What follows belongs to an exercise in optimizing a design on an open flow for small area, a short achievable clock period and few clock cycles per item; a production flow would make more cautious choices.
Only simulation tests tie the RTL to the original design; equivalence was not proved.
Power is estimated from default activity; no workload was simulated.

## decode_pipe_top
module decode_pipe_top (
    input  wire             clk,
    input  wire             reset,
    input  wire             in_valid,
    output logic            in_ready,
    input  wire [taurus_decode_pkg::xlen-1:0]  in_pc,
    input  wire [31:0]      in_inst,
    output logic            out_valid,
    input  wire             out_ready,
    output logic [taurus_decode_pkg::xlen-1:0] out_pc,
    output taurus_decode_pkg::inst_fmt_e       out_fmt,
    output logic [4:0]      out_rd,
    output logic [taurus_decode_pkg::xlen-1:0] out_imm,
    output logic [taurus_decode_pkg::xlen-1:0] out_target
);
    logic [2:0]  in_cls, s_cls, q_cls;
    logic [63:0] s_pc;
    logic [31:7] s_inst, q_inst;
    logic [31:1] s_tlo, q_tlo;
    logic        s_inc, s_dec, s_lui, q_inc, q_dec, q_lui;
    logic        s_known;
    logic [63:0] k_pc;
    logic [31:7] k_inst;
    logic [2:0]  k_cls;
    logic [2:0]  in_sel, k_sel;
    logic [31:1] in_base, in_addend, k_base, k_addend, s_base, s_addend;
    decode_stage u_decode (
  ...
Size in the first run: roughly 1300 cells after synthesis, roughly 220 flip-flops, about 300 I/O pins, ~0.012 mm² of cells after synthesis.
clock: 5.5 ns
lec_check: 0
cap_margin: 20
core_margin: 2
core_utilization: 40
setup_slack_margin: 1.5
slew_margin: 20
standard.sh (not shown) runs the stock make flow with config.mk's settings and CLKGATE_MAP_FILE= SYNTH_SCRIPT=/design/flow/synth_recipe.tcl, a recipe that flattens the netlist after the stock synthesis.
==> flow/flow/run.sh <==
#!/bin/bash
# The standard layout (standard.sh) with three changes:
#  - the port buffers are the smallest buffer cell (buf_1), resized later as
#    timing needs;
#  - full adders are left to ABC instead of being extracted into adder cells;
#  - the slow stacked AND/OR cells are kept out of mapping and resizing, on
#    top of the platform's own don't-use list.
# Each tool's full output is in the ORFS logs under orfs/logs; make's own
# output is in standard.log.
PLATFORM_DONT_USE="sky130_fd_sc_hd__probe_p_8 sky130_fd_sc_hd__probec_p_8 sky130_fd_sc_hd__lpflow_bleeder_1 sky130_fd_sc_hd__lpflow_clkbufkapwr_1 sky130_fd_sc_hd__lpflow_clkbufkapwr_16 sky130_fd_sc_hd__lpflow_clkbufkapwr_2 sky130_fd_sc_hd__lpflow_clkbufkapwr_4 sky130_fd_sc_hd__lpflow_clkbufkapwr_8 sky130_fd_sc_hd__lpflow_clkinvkapwr_1 sky130_fd_sc_hd__lpflow_clkinvkapwr_16 sky130_fd_sc_hd__lpflow_clkinvkapwr_2 sky130_fd_sc_hd__lpflow_clkinvkapwr_4 sky130_fd_sc_hd__lpflow_clkinvkapwr_8 sky130_fd_sc_hd__lpflow_decapkapwr_12 sky130_fd_sc_hd__lpflow_decapkapwr_3 sky130_fd_sc_hd__lpflow_decapkapwr_4 sky130_fd_sc_hd__lpflow_decapkapwr_6 sky130_fd_sc_hd__lpflow_decapkapwr_8 sky130_fd_sc_hd__lpflow_inputiso0n_1 sky130_fd_sc_hd__lpflow_inputiso0p_1 sky130_fd_sc_hd__lpflow_inputiso1n_1 sky130_fd_sc_hd__lpflow_inputiso1p_1 sky130_fd_sc_hd__lpflow_inputisolatch_1 sky130_fd_sc_hd__lpflow_isobufsrc_1 sky130_fd_sc_hd__lpflow_isobufsrc_16 sky130_fd_sc_hd__lpflow_isobufsrc_2 sky130_fd_sc_hd__lpflow_isobufsrc_4 sky130_fd_sc_hd__lpflow_isobufsrc_8 sky130_fd_sc_hd__lpflow_isobufsrckapwr_16 sky130_fd_sc_hd__lpflow_lsbuf_lh_hl_isowell_tap_1 sky130_fd_sc_hd__lpflow_lsbuf_lh_hl_isowell_tap_2 sky130_fd_sc_hd__lpflow_lsbuf_lh_hl_isowell_tap_4 sky130_fd_sc_hd__lpflow_lsbuf_lh_isowell_4 sky130_fd_sc_hd__lpflow_lsbuf_lh_isowell_tap_1 sky130_fd_sc_hd__lpflow_lsbuf_lh_isowell_tap_2 sky130_fd_sc_hd__lpflow_lsbuf_lh_isowell_tap_4"
SLOW=""
for c in a2111o a311o a32o a41o and4 and4b and4bb o2111a o311a o32a o41a or3 or3b or4 or4b or4bb maj3; do
  for n in 1 2 4; do SLOW="$SLOW sky130_fd_sc_hd__${c}_$n"; done
done
bash standard.sh BUFFER_PORTS_ARGS="-buffer_cell sky130_fd_sc_hd__buf_1" ADDER_MAP_FILE= \
  DONT_USE_CELLS="$PLATFORM_DONT_USE$SLOW" finish > standard.log 2>&1
The baseline passed the timing, design-rule and antenna checks.
Testbench counts at the start, summed over its fixed seeds: cycles 9,165, items 8,000.
Next try:
--- a/flow/flow/run.sh
+++ b/flow/flow/run.sh
@@ -4,4 +4,6 @@
 #    timing needs;
 #  - full adders are left to ABC instead of being extracted into adder cells;
+#  - the upper-half and lower-half target logic are mapped on their own, so
+#    that ABC keeps their depth short;
 #  - the slow stacked AND/OR cells are kept out of mapping and resizing, on
 #    top of the platform's own don't-use list.
@@ -14,3 +16,3 @@
 done
 bash standard.sh BUFFER_PORTS_ARGS="-buffer_cell sky130_fd_sc_hd__buf_1" ADDER_MAP_FILE= \
-  DONT_USE_CELLS="$PLATFORM_DONT_USE$SLOW" finish > standard.log 2>&1
+  DONT_USE_CELLS="$PLATFORM_DONT_USE$SLOW" SYNTH_KEEP_MODULES="target_hi_stage target_calc_stage" finish > standard.log 2>&1
- SETUP_SLACK_MARGIN: 1.5 -> 2.2
=> The new run went through all stages and came out clean; utilization went up by 6.8 points; hold slack loses 4.8 ps; routed wire length is higher by 12%; maximum frequency grows by 21%; die area went up by 1.1%; via count rose by 11%.
Next try:
==> flow/run.sh (new file) <==
#!/bin/bash
# synth_recipe.tcl (not shown) runs the flow's synth.tcl, then flattens the netlist and writes it again
# the make line also repeats each setting of config.mk as NAME=value (left out here)
make -C /OpenROAD-flow-scripts/flow DESIGN_CONFIG=/design/flow/config.mk WORK_HOME=/design/flow/orfs CLKGATE_MAP_FILE= SYNTH_SCRIPT=/design/flow/synth_recipe.tcl finish
- SETUP_SLACK_MARGIN: 2.2 -> 1.5
removed: flow/flow/run.sh
removed: flow/standard.sh
The changed run passed the timing, design-rule and antenna checks. Wire length falls by about a fifth. Power falls by a few percent. Core utilization falls by 0.59 points.
Next try:
- CORE_UTILIZATION: 40 -> 60
- CTS_BUF_LIST: not set -> sky130_fd_sc_hd__clkbuf_4 sky130_fd_sc_hd__clkbuf_8
- CTS_CLUSTER_SIZE: not set -> 30
Combinational power stays flat.
Fmax goes down by 4.3%.
Clock-buffer cell count increases by 15.
Clock power drops by about 10%.
Cell area came out lower by 1.0%.
Routed wire length climbs by 6.5%.
Setup slack gets worse by 180 ps.
Hold slack hardly moves.

* * *

Setup of alpha:
Another version of the RTL of decode_pipe_top (not shown whole).
For scale: about 220 flip-flops, about 300 I/O pins, about 13000 sq um of cells after synthesis.
==> flow/config.mk <==
export PLATFORM = sky130hd
export DESIGN_NAME = decode_pipe_top
export DESIGN_NICKNAME = decode_pipe_top
export VERILOG_FILES = /design/flow/design.v
export SDC_FILE = /design/flow/constraint.sdc
export NUM_CORES = 4
export LEC_CHECK = 0
export ABC_AREA = 1
export CAP_MARGIN = 20
export CORE_MARGIN = 2
export CORE_UTILIZATION = 65
export CTS_CLUSTER_DIAMETER = 100
export CTS_CLUSTER_SIZE = 25
export SETUP_SLACK_MARGIN = 1.95
export SLEW_MARGIN = 20
==> flow/constraint.sdc <==
create_clock -name core_clock -period 5.5 [get_ports {clk}]
set_input_delay 1.1000 -clock core_clock [delete_from_list [all_inputs] [get_ports {clk}]]
set_output_delay 1.1000 -clock core_clock [all_outputs]
set_load 0.01 [all_outputs]
==> flow/flow/run.sh <==
#!/bin/bash
# The standard layout (standard.sh) with four changes:
#  - the port buffers are the smallest buffer cell (buf_1), resized later as
#    timing needs;
#  - full adders are left to ABC instead of being extracted into adder cells;
#  - the upper-half and lower-half target logic are mapped on their own, so
#    that ABC keeps their depth short;
#  - the slow stacked AND/OR cells are kept out of mapping and resizing, on
#    top of the platform's own don't-use list.
# Each tool's full output is in the ORFS logs under orfs/logs; make's own
# output is in standard.log.
PLATFORM_DONT_USE="sky130_fd_sc_hd__probe_p_8 sky130_fd_sc_hd__probec_p_8 sky130_fd_sc_hd__lpflow_bleeder_1 sky130_fd_sc_hd__lpflow_clkbufkapwr_1 sky130_fd_sc_hd__lpflow_clkbufkapwr_16 sky130_fd_sc_hd__lpflow_clkbufkapwr_2 sky130_fd_sc_hd__lpflow_clkbufkapwr_4 sky130_fd_sc_hd__lpflow_clkbufkapwr_8 sky130_fd_sc_hd__lpflow_clkinvkapwr_1 sky130_fd_sc_hd__lpflow_clkinvkapwr_16 sky130_fd_sc_hd__lpflow_clkinvkapwr_2 sky130_fd_sc_hd__lpflow_clkinvkapwr_4 sky130_fd_sc_hd__lpflow_clkinvkapwr_8 sky130_fd_sc_hd__lpflow_decapkapwr_12 sky130_fd_sc_hd__lpflow_decapkapwr_3 sky130_fd_sc_hd__lpflow_decapkapwr_4 sky130_fd_sc_hd__lpflow_decapkapwr_6 sky130_fd_sc_hd__lpflow_decapkapwr_8 sky130_fd_sc_hd__lpflow_inputiso0n_1 sky130_fd_sc_hd__lpflow_inputiso0p_1 sky130_fd_sc_hd__lpflow_inputiso1n_1 sky130_fd_sc_hd__lpflow_inputiso1p_1 sky130_fd_sc_hd__lpflow_inputisolatch_1 sky130_fd_sc_hd__lpflow_isobufsrc_1 sky130_fd_sc_hd__lpflow_isobufsrc_16 sky130_fd_sc_hd__lpflow_isobufsrc_2 sky130_fd_sc_hd__lpflow_isobufsrc_4 sky130_fd_sc_hd__lpflow_isobufsrc_8 sky130_fd_sc_hd__lpflow_isobufsrckapwr_16 sky130_fd_sc_hd__lpflow_lsbuf_lh_hl_isowell_tap_1 sky130_fd_sc_hd__lpflow_lsbuf_lh_hl_isowell_tap_2 sky130_fd_sc_hd__lpflow_lsbuf_lh_hl_isowell_tap_4 sky130_fd_sc_hd__lpflow_lsbuf_lh_isowell_4 sky130_fd_sc_hd__lpflow_lsbuf_lh_isowell_tap_1 sky130_fd_sc_hd__lpflow_lsbuf_lh_isowell_tap_2 sky130_fd_sc_hd__lpflow_lsbuf_lh_isowell_tap_4"
SLOW=""
for c in a2111o a311o a32o a41o and4 and4b and4bb o2111a o311a o32a o41a or3 or3b or4 or4b or4bb maj3; do
  for n in 1 2 4; do SLOW="$SLOW sky130_fd_sc_hd__${c}_$n"; done
done
bash standard.sh BUFFER_PORTS_ARGS="-buffer_cell sky130_fd_sc_hd__buf_1" ADDER_MAP_FILE= \
  DONT_USE_CELLS="$PLATFORM_DONT_USE$SLOW" SYNTH_KEEP_MODULES="target_hi_stage target_calc_stage" finish > standard.log 2>&1
alpha reached the end of the flow, and the finished layout is clean on the timing, design-rule and antenna checks.
Testbench counts of alpha, summed over its fixed seeds: cycles 9,165, items 8,000.
The inputs of beta differ from those of alpha as listed below.
# alpha
export LEC_CHECK = 0
export ABC_AREA = 1
export CAP_MARGIN = 20
export CORE_MARGIN = 2
export CORE_UTILIZATION = 65
export CTS_CLUSTER_DIAMETER = 100
export CTS_CLUSTER_SIZE = 25
export SETUP_SLACK_MARGIN = 1.95
export SLEW_MARGIN = 20
create_clock -name core_clock -period 5.5 [get_ports {clk}]
# beta
export LEC_CHECK = 0
export CAP_MARGIN = 20
export CORE_MARGIN = 2
export CORE_UTILIZATION = 65
export SETUP_SLACK_MARGIN = 1.5
export SLEW_MARGIN = 20
create_clock -name core_clock -period 5.5 [get_ports {clk}]
--- a/flow/flow/run.sh
+++ b/flow/flow/run.sh
@@ -2 +2 @@
-# The standard layout (standard.sh) with four changes:
+# The standard layout (standard.sh) with three changes:
--- outcome ---
- Compared to alpha, beta has relative area of non-clock buffer cells in the final design 0.72 points higher.
- Average routed wire per standard cell: beta higher than alpha
- After detailed routing, alpha needs more wire than beta.
- In the tables for alpha and beta, count of different cell masters after synthesis reads lower with alpha.
- The biggest cell delay along the critical path of beta falls short of that of alpha by 0.10 ns.
- In beta, number of instances in the placed design is lower than in alpha.
- Per the comparison of beta with alpha, first-pass GRT wire length has decreased, share of total power in combinational logic has decreased.
Setup changes, beta to gamma
# beta
export LEC_CHECK = 0
export CAP_MARGIN = 20
export CORE_MARGIN = 2
export CORE_UTILIZATION = 65
export SETUP_SLACK_MARGIN = 1.5
export SLEW_MARGIN = 20
create_clock -name core_clock -period 5.5 [get_ports {clk}]
# gamma
export LEC_CHECK = 0
export ABC_AREA = 1
export CAP_MARGIN = 20
export CORE_MARGIN = 2
export CORE_UTILIZATION = 75
export CTS_CLUSTER_DIAMETER = 100
export CTS_CLUSTER_SIZE = 25
export SETUP_SLACK_MARGIN = 1.8
export SLEW_MARGIN = 20
create_clock -name core_clock -period 5.5 [get_ports {clk}]
--- a/flow/flow/run.sh
+++ b/flow/flow/run.sh
@@ -2 +2 @@
-# The standard layout (standard.sh) with three changes:
+# The standard layout (standard.sh) with four changes:
Relative to beta, internal cell power has decreased by 0.51 mW in gamma. Fmax grows by a few percent when moving from beta to gamma. Area occupied by multi-input gates: gamma vs beta down 4.5%. Row first-iteration DRC count: gamma higher / beta lower. Higher post-placement worst setup slack was reported by gamma, not beta. Number of clock-tree buffers in the layout delta for gamma relative to beta: about 40% lower. From beta to gamma the numbers moved as follows: total track usage picked up an extra 8.4 points, fraction of met3 tracks used by global routing picked up an extra 0.95 points, combinational cell fraction of total power picked up an extra 4.1 points, fraction of area in registers picked up an extra 0.50 points.
Relative to gamma, the following input files were edited for delta:
# gamma
export LEC_CHECK = 0
export ABC_AREA = 1
export CAP_MARGIN = 20
export CORE_MARGIN = 2
export CORE_UTILIZATION = 75
export CTS_CLUSTER_DIAMETER = 100
export CTS_CLUSTER_SIZE = 25
export SETUP_SLACK_MARGIN = 1.8
export SLEW_MARGIN = 20
create_clock -name core_clock -period 5.5 [get_ports {clk}]
# delta
export LEC_CHECK = 0
export CAP_MARGIN = 20
export CORE_MARGIN = 2
export CORE_UTILIZATION = 65
export CTS_CLUSTER_DIAMETER = 100
export CTS_CLUSTER_SIZE = 25
export SETUP_SLACK_MARGIN = 1.8
export SLEW_MARGIN = 20
create_clock -name core_clock -period 5.5 [get_ports {clk}]
--- a/flow/flow/run.sh
+++ b/flow/flow/run.sh
@@ -6 +6,2 @@
-#  - the upper-half and lower-half target logic are mapped on their own, so
+#  - the upper-half and lower-half target logic and the adder operands are
+#    mapped on their own (kept as modules through ABC, flattened after), so
@@ -18 +19 @@
-  DONT_USE_CELLS="$PLATFORM_DONT_USE$SLOW" SYNTH_KEEP_MODULES="target_hi_stage target_calc_stage" finish > standard.log 2>&1
+  DONT_USE_CELLS="$PLATFORM_DONT_USE$SLOW" SYNTH_KEEP_MODULES="target_hi_stage target_calc_stage target_operand_stage" finish > standard.log 2>&1
Findings:
delta against gamma: total of max-cap violations stayed essentially flat; overall routed net length went down by about 8%; die area climbed 10%.
Part of the cycle the worst path needs was higher in the run labelled delta.
Launch point of the critical path: in_inst[3] -> delta, u_buffer.next_data[1]$_DFFE_PP_ -> gamma
Top metal layer carrying routed signals: met5 -> gamma, met4 -> delta
delta finished all stages; the layout is clean.

-- re-timing with driven ports --
No port has a modelled driver above. Below, the same layouts with a new extraction and two added sets of constraints. Step 1 assumes that a clkbuf_16 drives the clock port and a buf_2 every other input. Step 2, shift: input delay + t, output delay - t, t = (earliest + latest rising clock arrival at the registers) / 2. This alone moves slack from input paths to output paths. a / b / c = no drivers / after step 1 / after step 2; a / b = the first two.
| run | shift t [ns] | setup slack, ns | slew at the worst register clock pin (ns) |
|---|---|---|---|
| the first run of note 1 | 0.571 | 0.933 / 0.883 / 1.136 | 0.06 / 0.06 |
| the second run of note 1 | 0.562 | 1.739 / 1.691 / 1.243 | 0.07 / 0.07 |
| the third run of note 1 | 0.572 | 1.437 / 1.386 / 1.047 | 0.07 / 0.07 |
| the fourth run of note 1 | 0.581 | 1.252 / 1.207 / 1.023 | 0.07 / 0.07 |
| alpha | 0.513 | 1.937 / 1.891 / 1.753 | 0.10 / 0.10 |
| beta | 0.540 | 1.537 / 1.535 / 0.995 | 0.07 / 0.07 |
| gamma | 0.510 | 1.773 / 1.730 / 1.578 | 0.11 / 0.11 |
| delta | 0.517 | 1.395 / 1.390 / 0.873 | 0.11 / 0.11 |
After both steps every run listed still meets setup and hold. For beta, which loses most, drivers alone change the setup slack by -0.002 ns; drivers and shift together by -0.542 ns.
